From an optimization exercise on the open Yosys and OpenROAD flow, aimed at small area; shortcuts taken in it are not production practice. Where RTL was checked, it was by simulation tests only, not by an equivalence proof against the original. Power and IR drop assume default switching activity.

Setup of main:
Design sound_top, start of the top module:
module sound_top (
	input  wire        clock,
	input  wire        reset,
	input  wire        ready,        
	input  wire [3:0]  game_state,
	input  wire        flash_busy,
	input  wire [7:0]  flash_data,
	output wire [22:0] flash_addr,
	output wire        flash_read,
	output logic       loaded,
	output logic [7:0] to_ac97_data
);
Size in the first run: roughly 1000 cells after synthesis, about 430 flip-flops, about 49 I/O pins, roughly 15000 um2 of cells after synthesis.
==> flow/config.mk <==
export PLATFORM = sky130hd
export DESIGN_NAME = sound_top
export DESIGN_NICKNAME = sound_top
export VERILOG_FILES = /design/flow/design.v
export SDC_FILE = /design/flow/constraint.sdc
export NUM_CORES = 4
export LEC_CHECK = 0
export CAP_MARGIN = 20
export CORE_MARGIN = 2
export CORE_UTILIZATION = 40
export CTS_CLUSTER_DIAMETER = 120
export CTS_CLUSTER_SIZE = 30
export SLEW_MARGIN = 20
export SYNTH_HIERARCHICAL = 1
==> flow/constraint.sdc <==
create_clock -name core_clock -period 10.0 [get_ports {clock}]
set_input_delay 2.0000 -clock core_clock [delete_from_list [all_inputs] [get_ports {clock}]]
set_output_delay 2.0000 -clock core_clock [all_outputs]
set_load 0.01 [all_outputs]
run.sh (not shown) runs the stock make flow with config.mk's settings and CLKGATE_MAP_FILE= SYNTH_SCRIPT=/design/flow/synth_recipe.tcl, a recipe that flattens the netlist after the stock synthesis.
main went all the way through the flow, and no timing, DRC or antenna check failed.
diff inputs: main => the feature branch
- CTS_BUF_LIST now sky130_fd_sc_hd__clkbuf_8, previously not set
- CTS_CLUSTER_DIAMETER no longer set, was 120
- CTS_CLUSTER_SIZE no longer set, was 30
### Flow results
- Compared with main, in the feature branch fmax neither gained nor lost much, multi-input combinational area share lost 1.6 points.
- The feature branch gives less final routed wire length divided by cell count than main did.
- Summary — clock transition at the register clock pins on the worst setup and hold paths after CTS, the feature branch relative to main: lower, by 50 ps.
- Compared to main, the router laid down more metal wire for the feature branch.
- In terms of final cycle utilization of the critical path, the feature branch and main differ only marginally.


Another version of the RTL of sound_top (not shown whole).
Size in the first run: ~990 cells after synthesis, about 420 flip-flops, roughly 49 I/O pins, ~14,000 um2 of cells after synthesis.
clock: 10.0 ns
lec_check: 0
cap_margin: 20
core_margin: 2
core_utilization: 60
cts_cluster_diameter: 120
cts_cluster_size: 30
place_density: 0.75
slew_margin: 20
synth_hierarchical: 1
standard.sh (not shown) runs the stock make flow with config.mk's settings and CLKGATE_MAP_FILE= SYNTH_SCRIPT=/design/flow/synth_recipe.tcl, a recipe that flattens the netlist after the stock synthesis.
==> flow/flow/run.sh <==
#!/bin/bash
# Own flow: the standard layout (standard.sh, unchanged synthesis) with the
# port buffers made from the smallest buffer cell, and clock tree synthesis
# without dummy balancing loads.
set -euo pipefail
bash standard.sh \
	BUFFER_PORTS_ARGS="-buffer_cell sky130_fd_sc_hd__buf_1" \
	CTS_ARGS="-sink_clustering_enable -repair_clock_nets -sink_clustering_size 30 -sink_clustering_max_diameter 120 -dont_use_dummy_load" \
	finish > flow_make.log 2>&1
The first run passed the timing, DRC and antenna checks.
Rerun with:
==> flow/flow/run.sh (replaced) <==
#!/bin/bash
# Own flow: the standard layout (standard.sh, unchanged synthesis) with the
# port buffers made from the smallest buffer cell.
set -euo pipefail
bash standard.sh \
	BUFFER_PORTS_ARGS="-buffer_cell sky130_fd_sc_hd__buf_1" \
	finish > flow_make.log 2>&1
--- a/flow/config.mk
+++ b/flow/config.mk
@@ -9,6 +9,6 @@
 export CORE_MARGIN = 2
-export CORE_UTILIZATION = 60
+export CORE_UTILIZATION = 75
 export CTS_CLUSTER_DIAMETER = 120
 export CTS_CLUSTER_SIZE = 30
-export PLACE_DENSITY = 0.75
+export PLACE_DENSITY = 0.85
 export SLEW_MARGIN = 20
Outcome: Synthesized area does not change. Power is higher by 1.2%. Fmax is lower by 1.3%. Via count is higher by 4.2%. Global-route usage is higher by 6.0 points.
Rerun with:
--- a/flow/config.mk
+++ b/flow/config.mk
@@ -9,6 +9,6 @@
 export CORE_MARGIN = 2
-export CORE_UTILIZATION = 75
+export CORE_UTILIZATION = 60
 export CTS_CLUSTER_DIAMETER = 120
 export CTS_CLUSTER_SIZE = 30
-export PLACE_DENSITY = 0.85
+export PLACE_DENSITY = 0.75
 export SLEW_MARGIN = 20
What happened: The changed run finished clean. Non-clock buffer count stays the same. Clock skew rose by 0.0054 ns. Via count fell by 4.1%. Routed wire length fell by 5.4%. Core utilization fell by 16 points. Worst setup slack improves by 0.11 ns. Global-route usage fell by 5.8 points.


the previous run:
Another version of the RTL of sound_top (not shown whole).
For scale: ~1000 cells after synthesis, ~420 flip-flops, about 14000 um^2 of cells after synthesis.
export LEC_CHECK = 0
export CAP_MARGIN = 20
export CORE_MARGIN = 2
export CORE_UTILIZATION = 40
export CTS_CLUSTER_DIAMETER = 120
export CTS_CLUSTER_SIZE = 30
export SLEW_MARGIN = 20
export SYNTH_HIERARCHICAL = 1
create_clock -name core_clock -period 10.0 [get_ports {clock}]
==> flow/flow/run.sh <==
#!/bin/bash
# Own flow: the standard layout (standard.sh, unchanged synthesis) with the
# port buffers made from the smallest buffer cell.
set -euo pipefail
bash standard.sh \
	BUFFER_PORTS_ARGS="-buffer_cell sky130_fd_sc_hd__buf_1" \
	finish > flow_make.log 2>&1
The previous run finished every step from synthesis to the final layout, and the layout passed the timing, DRC and antenna checks.
Changes in the current run relative to the previous run:
==> flow/flow/run.sh <==
#!/bin/bash
# Own flow: the standard layout (standard.sh, unchanged synthesis), with
# the port buffers made from the smallest buffer cell and ORFS's power
# recovery (gate downsizing on paths with positive slack) after global route.
set -euo pipefail
bash standard.sh \
	BUFFER_PORTS_ARGS="-buffer_cell sky130_fd_sc_hd__buf_1" \
	RECOVER_POWER=100 \
	finish > flow_make.log 2>&1
- Apart from the current run, each of the previous run and the current run ends the flow with a layout that passes the timing, DRC and antenna checks.
- Measured against each other, the previous run and the current run differ in critical path's largest stage delay, the lower figure coming from the current run.
- The run showing the greater sum of met3 wire segment lengths after detailed routing is the previous run.
- Diff the previous run -> the current run: number of buffer and inverter stages on the critical path higher, largest fanout on the critical path higher, actual slew at the worst max-slew pin higher, buffering overhead roughly the same, post-detailed-routing wire length roughly the same.
- On multi-input gate share of the layout cell area, the previous run and the current run are basically level.
No run of this note included a check of the RTL's function; only the layout flow was run.


Another version of the RTL of sound_top (not shown whole).
Size in the first run: roughly 990 cells after synthesis, about 420 flip-flops.
export LEC_CHECK = 0
export CAP_MARGIN = 20
export CORE_MARGIN = 2
export CORE_UTILIZATION = 55
export CTS_CLUSTER_DIAMETER = 120
export CTS_CLUSTER_SIZE = 30
export PLACE_DENSITY = 0.65
export SLEW_MARGIN = 20
export SYNTH_HIERARCHICAL = 1
create_clock -name core_clock -period 10.0 [get_ports {clock}]
==> flow/flow/run.sh <==
#!/bin/bash
# Own flow: the standard layout (standard.sh, unchanged synthesis) with
# - the port buffers made from the smallest buffer cell (buf_1),
# - clock tree synthesis with fixed sink clusters, no dummy balancing loads
#   and clkbuf_4 for the root and inner tree buffers,
# - one tie cell for all the constant outputs (no per-load tie repair).
# make's output goes to flow_make.log; ORFS keeps each step's log under orfs/logs.
set -euo pipefail
bash standard.sh \
	BUFFER_PORTS_ARGS="-buffer_cell sky130_fd_sc_hd__buf_1" \
	CTS_ARGS="-sink_clustering_enable -repair_clock_nets -sink_clustering_size 30 -sink_clustering_max_diameter 120 -dont_use_dummy_load -root_buf sky130_fd_sc_hd__clkbuf_4 -tree_buf sky130_fd_sc_hd__clkbuf_4" \
	SKIP_REPAIR_TIE_FANOUT=1 \
	finish > flow_make.log 2>&1
The starting point ran to the end with no violations.
Edit:
--- a/flow/config.mk
+++ b/flow/config.mk
@@ -10 +10 @@
-export CORE_UTILIZATION = 55
+export CORE_UTILIZATION = 60
@@ -13 +13 @@
-export PLACE_DENSITY = 0.65
+export PLACE_DENSITY = 0.75
The new run finished with timing, DRC and antenna clean.
Clock power hardly moves.
Via count shrinks by 0.47%.
Clock skew grows by 0.0050 ns.
Power hardly moves.
Worst hold slack improves by 0.0030 ns.
Register-to-register slack improves by 0.08 ns.
Fmax grows by 1.0%.
Edit:
==> flow/flow/run.sh (replaced) <==
#!/bin/bash
# Own flow: the standard layout (standard.sh, unchanged synthesis) with the
# port buffers made from the smallest buffer cell, and clock tree synthesis
# without dummy balancing loads.
set -euo pipefail
bash standard.sh \
	BUFFER_PORTS_ARGS="-buffer_cell sky130_fd_sc_hd__buf_1" \
	CTS_ARGS="-sink_clustering_enable -repair_clock_nets -sink_clustering_size 30 -sink_clustering_max_diameter 120 -dont_use_dummy_load" \
	finish > flow_make.log 2>&1
--- a/flow/config.mk
+++ b/flow/config.mk
@@ -10 +10 @@
-export CORE_UTILIZATION = 60
+export CORE_UTILIZATION = 50
@@ -13 +13 @@
-export PLACE_DENSITY = 0.75
+export PLACE_DENSITY = 0.65
=> Global-route usage falls by 2.6 points. Clock power increases by 7.2%. Setup slack degrades by 0.097 ns. Clock-buffer cell count stays the same. Design area increases by 1.5%. Power grows by 1.8%. Area after synthesis is unchanged. Routed wire length goes up by 2.2%. Non-clock buffer count went down by 1. Worst hold slack gets better by 0.017 ns.
Edit:
--- a/flow/config.mk
+++ b/flow/config.mk
@@ -10 +10 @@
-export CORE_UTILIZATION = 50
+export CORE_UTILIZATION = 60
@@ -13 +13 @@
-export PLACE_DENSITY = 0.65
+export PLACE_DENSITY = 0.75
Via count falls by about 0.44%.
Clock power falls by about 0.8%.
Design area falls by about 0.75%.
Worst hold slack is about the same.
Die area falls by about 16%.
Non-clock buffer count rises by 1.
Core utilization rises by 11 points.
Final cell count falls by 6.7%.


run 1:
Starting RTL as in the previous note.
Settings: LEC_CHECK=0, CAP_MARGIN=20, CORE_MARGIN=2, CORE_UTILIZATION=55, CTS_CLUSTER_DIAMETER=120, CTS_CLUSTER_SIZE=30, PLACE_DENSITY=0.65, SLEW_MARGIN=20, SYNTH_HIERARCHICAL=1; clock period 10.0 ns.
==> flow/flow/run.sh <==
#!/bin/bash
# Own flow: the standard layout (standard.sh, unchanged synthesis) with
# - the port buffers made from the smallest buffer cell (buf_1),
# - clock tree synthesis with fixed sink clusters, no dummy balancing loads
#   and clkbuf_8 for the root and inner tree buffers,
# - one tie cell for all the constant outputs (no per-load tie repair).
# make's output goes to flow_make.log; ORFS keeps each step's log under orfs/logs.
set -euo pipefail
bash standard.sh \
	BUFFER_PORTS_ARGS="-buffer_cell sky130_fd_sc_hd__buf_1" \
	CTS_ARGS="-sink_clustering_enable -repair_clock_nets -sink_clustering_size 30 -sink_clustering_max_diameter 120 -dont_use_dummy_load -root_buf sky130_fd_sc_hd__clkbuf_8 -tree_buf sky130_fd_sc_hd__clkbuf_8" \
	SKIP_REPAIR_TIE_FANOUT=1 \
	finish > flow_make.log 2>&1
Setup changes, run 1 to run 2
- a change of CORE_UTILIZATION from 55 to 60
- a change of PLACE_DENSITY from 0.65 to 0.75
==> flow/flow/run.sh <==
#!/bin/bash
# Own flow: the standard layout (standard.sh, unchanged synthesis) with the
# port buffers made from the smallest buffer cell, and clock tree synthesis
# without dummy balancing loads.
set -euo pipefail
bash standard.sh \
	BUFFER_PORTS_ARGS="-buffer_cell sky130_fd_sc_hd__buf_1" \
	CTS_ARGS="-sink_clustering_enable -repair_clock_nets -sink_clustering_size 30 -sink_clustering_max_diameter 120 -dont_use_dummy_load -root_buf sky130_fd_sc_hd__clkbuf_8 -tree_buf sky130_fd_sc_hd__clkbuf_8" \
	finish > flow_make.log 2>&1
Run 1 -> run 2: sequential power flat. Cmp run 2 vs run 1: clock period minus worst slack higher in run 2. The run showing the smaller floorplan die area is run 2. On run 2: data arrival time of the critical path is 0.11 ns higher than what run 1 gave. Relative to run 1, the average detailed-routed wire length per instance measured on run 2 has increased by a few percent. Cell row count, run 2 vs run 1: down by a few percent. Diff run 1..run 2 | area overhead of the layout relative to synthesis | negligible. Run 2 vs run 1 — via count of the routed design rose 23. When the final numbers for run 1 and run 2 were put side by side, the worst setup slack after layout turned out to be smaller in run 2. Going from run 1 to run 2, register-to-register slack shrinks by 0.12 ns.
### run 2 -> run 3
==> flow/flow/run.sh <==
#!/bin/bash
# Own flow: the standard layout (standard.sh, unchanged synthesis) with the
# port buffers made from the smallest buffer cell, and clock tree synthesis
# without dummy balancing loads.
set -euo pipefail
bash standard.sh \
	BUFFER_PORTS_ARGS="-buffer_cell sky130_fd_sc_hd__buf_1" \
	CTS_ARGS="-sink_clustering_enable -repair_clock_nets -sink_clustering_size 30 -sink_clustering_max_diameter 120 -dont_use_dummy_load -root_buf sky130_fd_sc_hd__clkbuf_8 -tree_buf sky130_fd_sc_hd__clkbuf_8" \
	SKIP_REPAIR_TIE_FANOUT=1 \
	finish > flow_make.log 2>&1
## What came out
- Setup WNS run 2 -> run 3: better
- Final cell count: run 3 vs run 2 down 15
- Run 3 vs. run 2: area growth from synthesis to layout went down, number of placed instances, taps included went down by 15, share of the core filled with cells in the final layout decreased by 0.24 points relative to the old numbers.
#### Input delta (run 4 over run 3)
-- flow/flow/run.sh --
<<< run 3, line 1
#!/bin/bash
# Own flow: the standard layout (standard.sh, unchanged synthesis) with the
# port buffers made from the smallest buffer cell, and clock tree synthesis
# without dummy balancing loads.
set -euo pipefail
bash standard.sh \
>>> run 4, line 1
#!/bin/bash
# Own flow: the standard layout (standard.sh, unchanged synthesis) with
# - the port buffers made from the smallest buffer cell (buf_1),
# - clock tree synthesis with fixed sink clusters, no dummy balancing loads
#   and clkbuf_8 for the root and inner tree buffers,
# - one tie cell for all the constant outputs (no per-load tie repair).
# make's output goes to flow_make.log; ORFS keeps each step's log under orfs/logs.
set -euo pipefail
bash standard.sh \
Results
Diff run 3..run 4 | non-clock buffer count | unchanged
On total chip power, run 4 tracks run 3 almost exactly.
Run 4 -> run 3: clock distribution area overhead in the final layout delta 0, exact match

what the ideal ports hide:
The results above use ideal ports. As a check the final layouts listed here were re-extracted and re-timed, cells and wires unchanged.
Step 1, drivers: a clkbuf_16 drives clock and a buf_2 each remaining input, both assumed.
Step 2 also shifts input and output timing later by t, the mid clock arrival at the registers, as if the neighbouring blocks saw the same clock.
Slacks: ideal ports / drivers / drivers and shift; pairs: ideal ports / drivers.
| run | t, ns | slack for setup (ns) | hold slack, ns | slew at the worst register clock pin (ns) |
|---|---|---|---|---|
| main | 0.569 | 1.910 / 1.910 / 1.910 | 0.327 / 0.327 / 0.327 | 0.11 / 0.11 |
| the feature branch | 0.634 | 1.916 / 1.917 / 1.917 | 0.317 / 0.317 / 0.317 | 0.07 / 0.07 |
| the first run of note 2 | 0.551 | 1.985 / 1.985 / 1.985 | 0.331 / 0.331 / 0.331 | 0.11 / 0.11 |
| the second run of note 2 | 0.559 | 1.879 / 1.879 / 1.879 | 0.325 / 0.325 / 0.325 | 0.11 / 0.11 |
| the third run of note 2 | 0.562 | 1.992 / 1.992 / 1.992 | 0.327 / 0.327 / 0.327 | 0.12 / 0.12 |
| the previous run | 0.551 | 1.952 / 1.952 / 1.952 | 0.329 / 0.329 / 0.329 | 0.12 / 0.12 |
| the current run | 0.549 | 1.691 / 1.691 / 1.691 | 0.328 / 0.328 / 0.328 | 0.12 / 0.12 |
| the first run of note 4 | 0.740 | 2.127 / 2.127 / 2.127 | 0.300 / 0.300 / 0.300 | 0.12 / 0.12 |
| the second run of note 4 | 0.756 | 2.207 / 2.207 / 2.207 | 0.303 / 0.303 / 0.303 | 0.11 / 0.11 |
| the third run of note 4 | 0.536 | 2.110 / 2.110 / 2.110 | 0.320 / 0.320 / 0.320 | 0.11 / 0.11 |
| the fourth run of note 4 | 0.525 | 2.038 / 2.038 / 2.038 | 0.319 / 0.319 / 0.319 | 0.11 / 0.11 |
| run 1 | 0.590 | 2.154 / 2.154 / 2.154 | 0.313 / 0.313 / 0.313 | 0.11 / 0.11 |
| run 2 | 0.579 | 2.038 / 2.038 / 2.038 | 0.309 / 0.309 / 0.309 | 0.11 / 0.11 |
| run 3 | 0.597 | 2.215 / 2.215 / 2.215 | 0.319 / 0.319 / 0.319 | 0.11 / 0.11 |
| run 4 | 0.597 | 2.215 / 2.215 / 2.215 | 0.319 / 0.319 / 0.319 | 0.11 / 0.11 |
